Background: an optimization exercise with open tools, aiming at small area, a short achievable clock period and few clock cycles per item. Do not read the settings as production practice.
Function was checked by simulation only, so behaviour that the tests miss may differ from the original.

== JK ==
==> module double_ended_queue_unit, before the edit <==
module double_ended_queue_unit
(
    input  wire logic                         i_clk,
    input  wire logic                         i_rst_n,
    input  wire logic                         start,
    output logic                              busy,
    input  wire logic        [2:0]            i_operation,
    input  wire logic signed [WORD_WIDTH-1:0] i_push_value,
    output logic                              o_valid,
    output logic             [1:0]            o_status,
    output logic signed      [WORD_WIDTH-1:0] o_peek_value,
    output logic             [CNT_W-1:0]      o_element_count
);
    logic [IDX_W-1:0] r_head;      
    logic [IDX_W-1:0] r_tail;      
    logic [CNT_W-1:0] r_count;
    logic             r_empty;     
    logic             r_full;      
    logic             r_one;       
    logic             r_almost;    
    logic [IDX_W-1:0] w_head_m1;   
    logic [IDX_W-1:0] w_tail_m1;   
    assign w_head_m1 = r_head - IDX_W'(1);
    assign w_tail_m1 = r_tail - IDX_W'(1);
    logic w_take;
    logic w_is_pf, w_is_pb, w_is_qf, w_is_qb, w_is_kf, w_is_kb;
    logic w_pf, w_pb, w_qf, w_qb, w_kf, w_kb, w_push, w_pop;
    assign w_take  = i_rst_n && start;
    assign w_is_pf = (i_operation == 3'd0);
    assign w_is_pb = (i_operation == 3'd1);
    assign w_is_qf = (i_operation == 3'd2);
    assign w_is_qb = (i_operation == 3'd3);
    assign w_is_kf = (i_operation == 3'd4);
    assign w_is_kb = (i_operation == 3'd5);
    assign w_pf   = w_take && w_is_pf && !r_full;
    assign w_pb   = w_take && w_is_pb && !r_full;
    assign w_qf   = w_take && w_is_qf && !r_empty;
    assign w_qb   = w_take && w_is_qb && !r_empty;
    assign w_kf   = w_take && w_is_kf && !r_empty;
    assign w_kb   = w_take && w_is_kb && !r_empty;
    assign w_push = w_pf || w_pb;
    assign w_pop  = w_qf || w_qb;
    always_ff @(posedge i_clk) begin
        if (!i_rst_n) begin
            r_head    <= '0;
            r_tail    <= '0;
            r_count   <= '0;
            r_empty   <= 1'b1;
            r_full    <= 1'b0;
            r_one     <= 1'b0;
            r_almost  <= 1'b0;
        end else begin
            if (w_pf)      r_head <= w_head_m1;
            else if (w_qf) r_head <= r_head + IDX_W'(1);
            if (w_pb)      r_tail <= r_tail + IDX_W'(1);
            else if (w_qb) r_tail <= w_tail_m1;
            if (w_push) begin
                r_count  <= r_count + CNT_W'(1);
                r_empty  <= 1'b0;
                r_full   <= r_almost;
                r_one    <= r_empty;
                r_almost <= (r_count == CNT_W'(DEPTH - 2));
            end else if (w_pop) begin
                r_count  <= r_count - CNT_W'(1);
                r_empty  <= r_one;
                r_full   <= 1'b0;
                r_one    <= (r_count == CNT_W'(2));
                r_almost <= r_full;
            end
        end
    end
    logic [DEPTH-1:0]      s_we;       
    logic [WORD_WIDTH-1:0] s_wdata;
    logic [DEPTH-1:0]      s_rsel;     
    logic                  s_valid;
    logic [1:0]            s_status;
    always_ff @(posedge i_clk) begin
        for (int i = 0; i < DEPTH; i++) begin
            s_we[i]   <= (w_pf && (w_head_m1 == IDX_W'(i))) ||
                         (w_pb && (r_tail    == IDX_W'(i)));
            s_rsel[i] <= (w_kf && (r_head    == IDX_W'(i))) ||
                         (w_kb && (w_tail_m1 == IDX_W'(i)));
        end
        s_wdata <= i_push_value;
        s_valid <= w_take;
        if ((w_is_pf || w_is_pb) && r_full) begin
            s_status <= ST_FULL;
        end else if ((w_is_qf || w_is_qb || w_is_kf || w_is_kb) && r_empty) begin
            s_status <= ST_EMPTY;
        end else begin
            s_status <= ST_OK;
        end
    end
    logic [WORD_WIDTH-1:0] r_ring [DEPTH];
    for (genvar g = 0; g < DEPTH; g++) begin : g_word
        always_ff @(posedge i_clk) begin
            if (s_we[g]) r_ring[g] <= s_wdata;
        end
    end
    localparam int HALF = DEPTH / 2;
    logic [WORD_WIDTH-1:0] w_part_lo, w_part_hi;
    logic [WORD_WIDTH-1:0] m_part_lo, m_part_hi;
    logic                  m_valid;
    logic [1:0]            m_status;
    logic [CNT_W-1:0]      m_count;
    always_comb begin
        w_part_lo = '0;
        w_part_hi = '0;
        for (int i = 0; i < HALF; i++) begin
            w_part_lo = w_part_lo | ({WORD_WIDTH{s_rsel[i]}}        & r_ring[i]);
            w_part_hi = w_part_hi | ({WORD_WIDTH{s_rsel[HALF + i]}} & r_ring[HALF + i]);
        end
    end
    always_ff @(posedge i_clk) begin
        if (!i_rst_n) m_valid <= 1'b0;
        else          m_valid <= s_valid;
        m_status  <= s_status;
        m_count   <= r_count;    
        m_part_lo <= w_part_lo;
        m_part_hi <= w_part_hi;
    end
    logic                  r_valid;
    logic [1:0]            r_status;
    logic [WORD_WIDTH-1:0] r_value;
    logic [CNT_W-1:0]      r_ocount;
    always_ff @(posedge i_clk) begin
        if (!i_rst_n) r_valid <= 1'b0;
        else          r_valid <= m_valid;
        r_status <= m_status;
        r_ocount <= m_count;
        r_value  <= m_part_lo | m_part_hi;
    end
    assign busy            = 1'b0;
    assign o_valid         = r_valid;
    assign o_status        = r_status;
    assign o_peek_value    = r_value;
    assign o_element_count = r_ocount;
endmodule
clock: 4.0 ns
lec_check: 0
cap_margin: 20
core_margin: 2
core_utilization: 60
cts_cluster_diameter: 60
cts_cluster_size: 30
setup_slack_margin: 1.9
slew_margin: 20
standard.sh (not shown) runs the stock make flow with config.mk's settings and CLKGATE_MAP_FILE= SYNTH_SCRIPT=/design/flow/synth_recipe.tcl, a recipe that flattens the netlist after the stock synthesis.
==> flow/flow/run.sh <==
#!/bin/bash
set -euo pipefail
bash standard.sh MATCH_CELL_FOOTPRINT=0 "BUFFER_PORTS_ARGS=-buffer_cell sky130_fd_sc_hd__buf_4" finish > flow_make.log 2>&1
Testbench counts of JK, summed over its fixed seeds: cycles 24,024, ops 24,000.
For MS, these inputs were changed with respect to JK:
==> flow/design.v, changed modules only <==
module double_ended_queue_unit
(
    input  wire logic                         i_clk,
    input  wire logic                         i_rst_n,
    input  wire logic                         start,
    output logic                              busy,
    input  wire logic        [2:0]            i_operation,
    input  wire logic signed [WORD_WIDTH-1:0] i_push_value,
    output logic                              o_valid,
    output logic             [1:0]            o_status,
    output logic signed      [WORD_WIDTH-1:0] o_peek_value,
    output logic             [CNT_W-1:0]      o_element_count
);
    logic [IDX_W-1:0] r_head;      
    logic [IDX_W-1:0] r_head_m1;   
    logic [IDX_W-1:0] r_tail;      
    logic [IDX_W-1:0] r_tail_m1;   
    logic [CNT_W-1:0] r_count;
    logic             r_empty;     
    logic             r_full;      
    logic             r_one;       
    logic             r_almost;    
    logic w_take;
    logic w_is_pf, w_is_pb, w_is_qf, w_is_qb, w_is_kf, w_is_kb;
    logic w_pf, w_pb, w_qf, w_qb, w_kf, w_kb, w_push, w_pop;
    assign w_take  = i_rst_n && start;
    assign w_is_pf = (i_operation == 3'd0);
    assign w_is_pb = (i_operation == 3'd1);
    assign w_is_qf = (i_operation == 3'd2);
    assign w_is_qb = (i_operation == 3'd3);
    assign w_is_kf = (i_operation == 3'd4);
    assign w_is_kb = (i_operation == 3'd5);
    assign w_pf   = w_take && w_is_pf && !r_full;
    assign w_pb   = w_take && w_is_pb && !r_full;
    assign w_qf   = w_take && w_is_qf && !r_empty;
    assign w_qb   = w_take && w_is_qb && !r_empty;
    assign w_kf   = w_take && w_is_kf && !r_empty;
    assign w_kb   = w_take && w_is_kb && !r_empty;
    assign w_push = w_pf || w_pb;
    assign w_pop  = w_qf || w_qb;
    always_ff @(posedge i_clk) begin
        if (!i_rst_n) begin
            r_head    <= '0;
            r_head_m1 <= '1;
            r_tail    <= '0;
            r_tail_m1 <= '1;
            r_count   <= '0;
            r_empty   <= 1'b1;
            r_full    <= 1'b0;
            r_one     <= 1'b0;
            r_almost  <= 1'b0;
        end else begin
            if (w_pf) begin
                r_head    <= r_head_m1;
                r_head_m1 <= r_head_m1 - IDX_W'(1);
            end else if (w_qf) begin
                r_head    <= r_head + IDX_W'(1);
                r_head_m1 <= r_head;
            end
            if (w_pb) begin
                r_tail    <= r_tail + IDX_W'(1);
                r_tail_m1 <= r_tail;
            end else if (w_qb) begin
                r_tail    <= r_tail_m1;
                r_tail_m1 <= r_tail_m1 - IDX_W'(1);
            end
            if (w_push) begin
                r_count  <= r_count + CNT_W'(1);
                r_empty  <= 1'b0;
                r_full   <= r_almost;
                r_one    <= r_empty;
                r_almost <= (r_count == CNT_W'(DEPTH - 2));
            end else if (w_pop) begin
                r_count  <= r_count - CNT_W'(1);
                r_empty  <= r_one;
                r_full   <= 1'b0;
                r_one    <= (r_count == CNT_W'(2));
                r_almost <= r_full;
            end
        end
    end
    logic [DEPTH-1:0]      s_we;       
    logic [WORD_WIDTH-1:0] s_wdata;
    logic [DEPTH-1:0]      s_rsel;     
    logic                  s_valid;
    logic [1:0]            s_status;
    always_ff @(posedge i_clk) begin
        for (int i = 0; i < DEPTH; i++) begin
            s_we[i]   <= (w_pf && (r_head_m1 == IDX_W'(i))) ||
                         (w_pb && (r_tail    == IDX_W'(i)));
            s_rsel[i] <= (w_kf && (r_head    == IDX_W'(i))) ||
                         (w_kb && (r_tail_m1 == IDX_W'(i)));
        end
        s_wdata <= i_push_value;
        s_valid <= w_take;
        if ((w_is_pf || w_is_pb) && r_full) begin
            s_status <= ST_FULL;
        end else if ((w_is_qf || w_is_qb || w_is_kf || w_is_kb) && r_empty) begin
            s_status <= ST_EMPTY;
        end else begin
            s_status <= ST_OK;
        end
    end
    logic [WORD_WIDTH-1:0] r_ring [DEPTH];
    for (genvar g = 0; g < DEPTH; g++) begin : g_word
        always_ff @(posedge i_clk) begin
            if (s_we[g]) r_ring[g] <= s_wdata;
        end
    end
    localparam int HALF = DEPTH / 2;
    logic [WORD_WIDTH-1:0] w_part_lo, w_part_hi;
    logic [WORD_WIDTH-1:0] m_part_lo, m_part_hi;
    logic                  m_valid;
    logic [1:0]            m_status;
    logic [CNT_W-1:0]      m_count;
    always_comb begin
        w_part_lo = '0;
        w_part_hi = '0;
        for (int i = 0; i < HALF; i++) begin
            w_part_lo = w_part_lo | ({WORD_WIDTH{s_rsel[i]}}        & r_ring[i]);
            w_part_hi = w_part_hi | ({WORD_WIDTH{s_rsel[HALF + i]}} & r_ring[HALF + i]);
        end
    end
    always_ff @(posedge i_clk) begin
        if (!i_rst_n) m_valid <= 1'b0;
        else          m_valid <= s_valid;
        m_status  <= s_status;
        m_count   <= r_count;    
        m_part_lo <= w_part_lo;
        m_part_hi <= w_part_hi;
    end
    logic                  r_valid;
    logic [1:0]            r_status;
    logic [WORD_WIDTH-1:0] r_value;
    logic [CNT_W-1:0]      r_ocount;
    always_ff @(posedge i_clk) begin
        if (!i_rst_n) r_valid <= 1'b0;
        else          r_valid <= m_valid;
        r_status <= m_status;
        r_ocount <= m_count;
        r_value  <= m_part_lo | m_part_hi;
    end
    assign busy            = 1'b0;
    assign o_valid         = r_valid;
    assign o_status        = r_status;
    assign o_peek_value    = r_value;
    assign o_element_count = r_ocount;
endmodule
Notes after the runs:
- Comparing JK and MS, the higher logic depth of the worst setup path including buffers was measured on JK.
- Setup slack in MS is smaller than in JK.
- Relative to JK, routed wire length decreased by about 0.44% in MS.
- | first-pass GRT wire length | JK vs MS | ≈ equal |
- Final core area utilization (MS over JK): decrease, 0.21 points
- Going from JK to MS, final area did not really move, routed metal-1 wirelength went down, total via count after detailed routing did not really move, cell count after synthesis went up, flip-flop and latch area went up.
Testbench counts of MS, summed over its fixed seeds: cycles 24,024, ops 24,000.

==> afterwards: timing with drivers on the ports <==
The results above use ideal ports. As a check the final layouts listed here were re-extracted and re-timed, cells and wires unchanged. Step 1 (the two cells are an assumption about what drives the block):
set clk [get_ports {i_clk}]
set_driving_cell -lib_cell sky130_fd_sc_hd__clkbuf_16 $clk
set_driving_cell -lib_cell sky130_fd_sc_hd__buf_2 [delete_from_list [all_inputs] $clk]
Step 2 times the ports against the registers' clock, not the clock port: input delays grow and output delays shrink by t, the midpoint of the rising clock arrivals with the driver on. Three values: ideal, step 1, step 2; two values: the first two.
run	t (ns)	setup slack, ns	worst setup path at the end	cell pins on the clock port's net
JK	0.875	1.893 / 1.812 / 1.214	input to register	1
MS	0.885	1.840 / 1.802 / 1.172	input to register	1
After both steps every run listed still meets setup and hold. The setup slack of JK, which loses most, moves by -0.081 ns with the drivers and by -0.679 ns with both steps.
